Background: an optimization exercise with open tools, aiming at small area, a short achievable clock period and few clock cycles per item. Do not read the settings as production practice. Only simulation tests tie the RTL to the original design; equivalence was not proved. Power and IR drop assume default switching activity.

==> flow/design.v, too long to show whole: its modules and the start of the top module <==
// module execute_mc: 1822 lines
module execute_mc #(
  parameter int N      = 64,
  parameter int MUL_EN = 1
) (
  input  logic         clk,
  input  logic         reset,
  input  logic         valid_E,
  input  logic         flush_E,
  input  logic         AluSrc,
  input  logic [3:0]   AluControl,
  input  logic         MulOp,
  input  logic [N-1:0] PC_E,
  input  logic [N-1:0] signImm_E,
  input  logic [N-1:0] readData1_E,
  input  logic [N-1:0] readData2_E,
  output logic         stall_E,
  output logic [N-1:0] PCBranch_M,
  output logic [N-1:0] aluResult_M,
  output logic [N-1:0] writeData_M,
  output logic         zero_M,
  output logic         valid_M
);
  // ...
==> flow/run.sh <==
#!/bin/bash
# synth_recipe.tcl (not shown) runs the flow's synth.tcl, then flattens the netlist and writes it again
# the make line also repeats each setting of config.mk as NAME=value (left out here)
make -C /OpenROAD-flow-scripts/flow DESIGN_CONFIG=/design/flow/config.mk WORK_HOME=/design/flow/orfs CLKGATE_MAP_FILE= SYNTH_SCRIPT=/design/flow/synth_recipe.tcl finish
==> flow/config.mk <==
export PLATFORM = sky130hd
export DESIGN_NAME = execute_mc
export DESIGN_NICKNAME = execute_mc
export VERILOG_FILES = /design/flow/design.v
export SDC_FILE = /design/flow/constraint.sdc
export NUM_CORES = 4
export LEC_CHECK = 0
export CAP_MARGIN = 20
export CORE_MARGIN = 2
export CORE_UTILIZATION = 40
export SLEW_MARGIN = 20
==> flow/constraint.sdc <==
create_clock -name core_clock -period 7.0 [get_ports {clk}]
set_input_delay 1.4000 -clock core_clock [delete_from_list [all_inputs] [get_ports {clk}]]
set_output_delay 1.4000 -clock core_clock [all_outputs]
set_load 0.01 [all_outputs]
==> results.json, run 1 <==
{
  "fin_crit_sh": 0.904,
  "core_um2": 107000,
  "final_util": 0.462,
  "synthAdderAreaFrac": 0.263,
  "multi_input_area_share": 0.673,
  "whs_ps": 477,
  "rr_worst_depth": 11,
  "synth_area_um2": 43200,
  "max_stage_delay_ps": 630,
  "min_from": "cnt_q[0]",
  "wl_per_cell_um": 29.0,
  "use_met3": 0.127,
  "vias": 42800,
  "cp_slowest_cell": "a31oi_1",
  "io_buffers": 460,
  "synth_top_family_by_area": "adder cells",
  "rrSetupSlack_ps": 2370,
  "critPathBufInv": 3,
  "hold_class": "register to register",
  "holdBufCountCts": 0,
  "cp_top_family": "compound AO/OA/AOI/OAI gates",
  "maxCapViolCount": 0,
  "status": "complete, no violations",
  "rsz0062_at_grt": "no",
  "power_frac_seq": 0.141,
  "netSwitchingPower_mw": 8.59,
  "ys_ff_latch": 282,
  "num_rows": 120,
  "wl_um": 197000,
  "slew_headroom": 0.231,
  "clock_sinks": 282,
  "powerClk_mw": 2.08,
  "clkCellAreaFrac": 0.0261,
  "end_kind": "output port",
  "ys.flop_type": "dfxtp_1",
  "grt_pass1_vias": 40500
}
Testbench counts, summed over its fixed seeds: cycles 38,975, instrs 24,000.
==> run 2: changes to the inputs <==
--- a/flow/config.mk
+++ b/flow/config.mk
@@ -6,6 +6,8 @@
 export NUM_CORES = 4
 export LEC_CHECK = 0
+export ABC_CLOCK_PERIOD_IN_PS = 3400
 export CAP_MARGIN = 20
 export CORE_MARGIN = 2
 export CORE_UTILIZATION = 40
+export SETUP_SLACK_MARGIN = 3.6
 export SLEW_MARGIN = 20
==> run 2 against run 1 <==
Net effect: still clean on timing, DRC and antenna; fmax up 22%; count of clock-buffer cells in the layout rose by 2; critical path depth increased by 1; critical endpoint is now aluResult_M[56].
==> results.json, run 2 <==
{
  "ioPinCount": 461,
  "crit_fanout": 3,
  "ir_drop_uv": 231,
  "synth_area_um2": 43200,
  "grtUsageTotal": 0.373,
  "vias": 45500,
  "drv_slew": 0,
  "dp_slack_ps": 1340,
  "finalWorstSetupSlack_ps": 1830,
  "place_area_um2": 48400,
  "die_w_um": 332,
  "root_buffer": "clkbuf_16",
  "num_rows": 120,
  "drcViolationCount": 0,
  "grt_max_degree": 155,
  "synth-seq-area-share": 0.131,
  "hpwl_um": 145000,
  "hold_class": "register to register",
  "clock_sinks": 282,
  "grt_pass1_wl_um": 306000,
  "hold_viol_final": 0,
  "async_flop_share": 0,
  "vias_per_cell": 6.43,
  "max_clock_freq_ghz": 0.193,
  "yosys_warnings": 1,
  "holdBufCountCts": 0,
  "setup_viol": 0,
  "cts_max_level": 2,
  "final_cell_area_um2": 57600,
  "syn_nets": 6193,
  "fin_crit_sh": 0.738,
  "power.static_leakage_nw": 22.6,
  "fp.dieArea_um2": 111000,
  "worst_pin_slew_ps": 1160,
  "synth_most_common_cell": "inv_1",
  "yosys.area.top_type": "fa_1",
  "wl_per_cell_um": 31.2,
  "drtPass1Iterations": 9,
  "power_mw": 20.2,
  "status": "complete, no violations",
  "slew_headroom": 0.228,
  "final_common_cell": "inv_1",
  "clockBufferDepth": 3,
  "antenna_found_initial": 36,
  "grt_pass1_vias": 43100,
  "wl_um": 221000,
  "maxCapViolCount": 0,
  "period_minus_slack_ps": 5170,
  "clkTransAtPathRegs_ps": 60,
  "synth_common_cells": "574 x inv_1, 523 x a22oi_1, 432 x clkbuf_1, 405 x xnor2_1, 348 x fa_1",
  "io_buffers": 460,
  "syn_area_per_cell_um2": 8.10,
  "core_um2": 107000,
  "synth_area_leaders": "fa_1 16%, dfxtp_1 13%, a22oi_1 9.1%, xnor2_1 8.2%, ha_1 7.2%",
  "final.setup.tns_ps": 0,
  "die_height_um": 332,
  "cts_tree": "done",
  "crit_chain": "inv_2 > fa_2 > inv_2 > fa_2 > a211oi_4 > o21ai_2 > nand3_2 > a31oi_4 > a21oi_4 > a22o_4 > o31a_1 > buf_4 > o21bai_1 > xor2_1 > buf_2",
  "synth_cell_types": 84,
  "fin_skew_ps": 29.7,
  "nNetsFinal": 6484,
  "synth_top_area_share": 0.161,
  "end_kind": "output port",
  "ys.flop_type": "dfxtp_1",
  "nFillCells": 9619,
  "synth_cells": 5329,
  "max_stage_delay_ps": 400,
  "cts_inserted_buffers": 37,
  "drt_iter0_drc": 5924,
  "critPathKind": "register to output port",
  "synth-edff-count": 0,
  "final_cell_mix": "501 x inv_1, 376 x a22oi_1, 358 x xnor2_1, 304 x clkdlybuf4s50_1, 295 x nand2_1",
  "rsz0062_at_grt": "yes",
  "start_util": 0.403,
  "grt-ovfl-total": 0,
  "gp_congestion": 0.966,
  "required_ps": 5600,
  "drive_gt1_frac": 0.271,
  "clock_latency_ps": 610,
  "cp.arrival_ps": 3770,
  "start_kind": "register",
  "power_density_nw_per_um2": 350,
  "cp_slowest_cell": "fa_2",
  "ant_nets": 0,
  "ys_ff_latch": 282,
  "synthToLayoutAreaGrowth_pct": 33.4
}
==> run 2: changes by cell type in the layout (fill, tap and decap cells not counted), sizes merged, moves of 5 or more <==
| cell | before | now |
|---|---|---|
| dlygate4sd2 | 0 | 33 |
| diode | 13 | 18 |
| clkbuf | 49 | 74 |
| clkdlybuf4s15 | 0 | 9 |
| clkdlybuf4s50 | 450 | 304 |
| buf | 90 | 419 |
| dlymetal6s2s | 0 | 15 |
==> run 2: routing by layer <==
layer,vias up,GRT usage,part of all wire
met3,735,0.164,0.15
met5,-,0.00434,0.0015
li1,19300,-,-
met2,3482,0.534,0.41
met1,22000,0.478,0.38
met4,34,0.175,0.061
==> run 2: metrics by stage <==
stage	std cells	utilization	hold slack, ps
after floorplan	5329	-	433
after global placement	6703	0.452	447
after CTS	6935	0.506	469
final	7068	0.538	467
after global routing	7061	0.537	484
after detailed placement	6703	0.452	453
==> run 2: logic make-up (layout without fill, tap and decap cells) <==
group,after synthesis,in the layout,synth area share
buffers and inverters,1128,1445,0.0995
AOI/OAI and AO/OA,1608,1608,0.258
other,0,18,0
muxes,70,70,0.0182
DFF,282,282,0.131
xor gates and xnor gates,669,669,0.136
and+or+nand+nor,849,850,0.0949
adders and majority gates,723,723,0.263
==> run 2: cell type report <==
type                    instances  area (µm²)  area share
multi-input cells            3920       38000       0.661
repair buffers                804        8450       0.147
flip-flops and latches        282        5860       0.102
inverters                     575        2160      0.0376
well taps                    1403        1760      0.0305
clock buffers                  51        1060      0.0184
clock inverters                15         190     0.00330
diodes                         18        45.0    0.000783
==> run 2: repair_timing <==
action / in CTS / in global routing
setup endpoints to repair: 262 / 239
gates resized for setup: 1100 / 576
gates cloned: 5 / 16
buffers inserted: 161 / 99
pin swaps: 205 / 341
==> run 2: path summary, 6_finish.rpt <==
kind | from | endpoint | slack [ps] | cells after the start
setup / recovery | S_q[0] | aluResult_M[56] | 1830 | 15
hold / removal | A_q[1] | A_q[13] | 470 | 2
hold reg to reg | A_q[1] | A_q[13] | 470 | 2
setup reg to reg | done_q[0] | S_q[15] | 3470 | 12
==> run 2: power by group <==
| group | leakage [nW] | switching, mW | internal, mW |
|---|---|---|---|
| combinational | 19.6 | 8.96 | 6.87 |
| clock | 0.606 | 0.869 | 1.21 |
| sequential | 2.39 | 0.355 | 1.91 |
==> run 2: worst max-delay path: cells and delay by family (launching register included) <==
family	cells	cell delay (ps)
flops	1	330
xor+xnor	1	170
compound gates	7	1500
fa+ha+maj	2	650
simple gates	1	100
buf+inv	4	410
==> run 3: changes to the inputs <==
--- a/flow/config.mk
+++ b/flow/config.mk
@@ -6,4 +6,5 @@
 export NUM_CORES = 4
 export LEC_CHECK = 0
+export ABC_AREA = 1
 export ABC_CLOCK_PERIOD_IN_PS = 3400
 export CAP_MARGIN = 20
==> run 3 against run 2 <==
Net effect: design area up 7.1%; worst setup slack better by 1000 ps; total power up 6.5%; largest power group unchanged; utilization up 2.9 points; area after synthesis up 1.5%; sequential power up 4%; critical endpoint is now aluResult_M[27].
==> results.json, run 3 <==
{
  "min_path_cells": 1,
  "max_clock_freq_ghz": 0.240,
  "final_common_cell": "nand2_1",
  "die_w_um": 335,
  "num_rows": 121,
  "nFillCells": 10000,
  "max_stage_delay_ps": 400,
  "synth_cells": 6665,
  "synthToLayoutAreaGrowth_pct": 40.7,
  "gp_congestion": 1.05,
  "rr_worst_depth": 12,
  "async_flop_share": 0,
  "dp_slack_ps": 2160,
  "drcViolationCount": 0,
  "clockBufferDepth": 3,
  "cts_inserted_buffers": 40,
  "maxCapViolCount": 0,
  "ys_ff_latch": 282,
  "synth_top_area_share": 0.159,
  "period_minus_slack_ps": 4170,
  "synth_most_common_cell": "nand2_1",
  "vias": 53000,
  "crit_chain": "inv_2 > fa_2 > buf_4 > nor2_4 > nor2_4 > buf_12 > or2_1 > nand2_2 > nand2_2 > nand2_4 > buf_6 > xor2_2 > buf_2",
  "wl_per_cell_um": 29.1,
  "start_util": 0.403,
  "grt-ovfl-total": 0,
  "syn_nets": 7529,
  "cp_slowest_cell": "fa_2",
  "die_height_um": 335,
  "io_buffers": 460,
  "grtUsageTotal": 0.430,
  "drive_gt1_frac": 0.278,
  "grt_pass1_vias": 51200,
  "rsz0062_at_grt": "yes",
  "cts_tree": "done",
  "final.setup.tns_ps": 0,
  "core_um2": 109000,
  "start_kind": "register",
  "worstReg2RegStart": "done_q[3]",
  "holdBufCountCts": 0,
  "clkTransAtPathRegs_ps": 60,
  "hpwl_um": 180000,
  "critPathKind": "register to output port",
  "power.static_leakage_nw": 28.2,
  "fin_cells": 8773,
  "yosys.area.top_type": "fa_1",
  "clock_latency_ps": 630,
  "setup_viol": 0,
  "ant_nets": 0,
  "ir_drop_uv": 227,
  "synth_common_cells": "1432 x nand2_1, 1208 x inv_1, 478 x o22ai_1, 451 x xor2_1, 387 x nor2_1",
  "drtPass1Iterations": 9,
  "ioPinCount": 461,
  "worst_pin_slew_ps": 966,
  "rr_endpoint": "C_q[33]",
  "synth_area_leaders": "fa_1 16%, dfxtp_1 13%, nand2_1 12%, inv_1 10%, xor2_1 9.0%",
  "syn_area_per_cell_um2": 6.57,
  "grt_max_degree": 94,
  "fin_crit_sh": 0.595,
  "place_area_um2": 49300,
  "yosys_warnings": 1,
  "nNetsFinal": 8175,
  "power_density_nw_per_um2": 348,
  "required_ps": 5600,
  "drt_iter0_drc": 7185,
  "hold_class": "register to register",
  "vias_per_cell": 6.05,
  "finalWorstSetupSlack_ps": 2830,
  "grt_pass1_wl_um": 353000,
  "crit_fanout": 4,
  "clock_sinks": 282,
  "hold_viol_final": 0,
  "final_cell_mix": "1193 x nand2_1, 946 x inv_1, 388 x clkdlybuf4s50_1, 368 x xor2_1, 365 x o22ai_1",
  "synth_area_um2": 43800,
  "wl_um": 255000,
  "synth_cell_types": 47,
  "min_from": "cnt_q[0]",
  "ys.flop_type": "dfxtp_1",
  "fin_skew_ps": 22.0,
  "end_kind": "output port",
  "drv_slew": 0,
  "cts_max_level": 2,
  "antenna_found_initial": 38,
  "slew_headroom": 0.356,
  "place_inst": 8253,
  "hold_end": "cnt_q[0]",
  "whs_ps": 481,
  "root_buffer": "clkbuf_16",
  "synth-edff-count": 0,
  "status": "complete, no violations",
  "fp.dieArea_um2": 112000,
  "rrSetupSlack_ps": 3280,
  "synth-seq-area-share": 0.129,
  "cp.arrival_ps": 2770,
  "final_cell_area_um2": 61600
}
## run 3: how the worst max path moves through the flow
stage	from	endpoint	slack, ps
6_report	ci_q	aluResult_M[27]	2830
5_1_grt	ci_q	aluResult_M[44]	2760
4_1_cts	ci_q	aluResult_M[30]	2840
3_5_place_dp	MulOp	stall_E	2160
3_3_place_gp	MulOp	stall_E	2180
2_1_floorplan	MulOp	stall_E	3600
## run 3: through the flow
step                      power, mW  utilization
after global routing           22.6        0.566
final                          21.5        0.567
after CTS                      19.3        0.535
after global placement         14.8        0.454
after floorplan                10.1            -
after detailed placement       14.9        0.454
## run 3: kinds of logic (layout without fill, tap and decap cells)
family | Yosys count | in the layout | synth area share
AOI/OAI and AO/OA | 1475 | 1475 | 0.197
xor gates and xnor gates | 470 | 470 | 0.0940
adders and majority gates | 598 | 598 | 0.230
buffers and inverters | 1578 | 2249 | 0.139
DFF | 282 | 282 | 0.129
muxes | 2 | 2 | 0.000514
other | 0 | 22 | 0
and+or+nand+nor | 2260 | 2261 | 0.211
## run 3: metal layers
layer,up-vias,GRT usage,share of wire
met5,-,0,0.00081
met4,26,0.271,0.089
met3,1220,0.181,0.15
met2,4295,0.644,0.41
met1,24700,0.507,0.35
li1,22800,-,-
## run 3: what timing repair did
item,in CTS,in global routing
gates resized for setup,1569,667
pin swaps,400,414
gates cloned,23,6
setup endpoints to repair,246,210
endpoints found under the hold margin,0,0
buffers inserted,314,87
## run 3: cell type report
class	count	area, µm²	share of cell area
diodes	22	55.1	0.000893
clock buffers	58	1170	0.0190
clock inverters	10	133	0.00215
multi-input cells	4806	37800	0.613
inverters	1230	5010	0.0814
repair inverters	1	8.76	0.000142
well taps	1414	1770	0.0287
repair buffers	950	9620	0.156
flip-flops and latches	282	6060	0.0983
## run 3: worst max-delay path: cells and delay by family (launching register included)
kind | cells | cell delay, ps
buffers and inverters | 5 | 590
adder cells (fa/ha/maj) | 1 | 400
flip-flops | 1 | 320
XOR/XNOR | 1 | 140
AND/OR/NAND/NOR | 6 | 710
## run 3: report_power, final
part	leakage [nW]	switching [mW]	internal [mW]	total, mW
logic	25.1	9.68	7.26	16.9
clock network	0.645	0.933	1.26	2.20
registers	2.42	0.377	1.96	2.34

-- separate check: timing with driven ports --
The results above use ideal ports. As a check the final layouts listed here were re-extracted and re-timed, cells and wires unchanged.
Step 1, drivers: a clkbuf_16 drives clk and a buf_2 each remaining input, both assumed.
Step 2 adds t to the input delays and takes it off the output delays; t is the mean of the earliest and latest rising clock arrival at the registers after step 1. Input paths then give back, and output paths get back, about the clock's delay inside the block.
Three values: no drivers, after step 1, after step 2; two values: the first two.
run | shift t [ns] | slack for setup (ns) | worst setup path after step 2 | cell pins on the clock port's net
run 1 | 0.667 | 0.672 / 0.599 / 1.267 | register to output | 1
run 2 | 0.667 | 1.831 / 1.759 / 2.426 | register to output | 1
run 3 | 0.693 | 2.834 / 2.757 / 2.924 | input to register | 1
After both steps setup and hold are still met in every run listed.
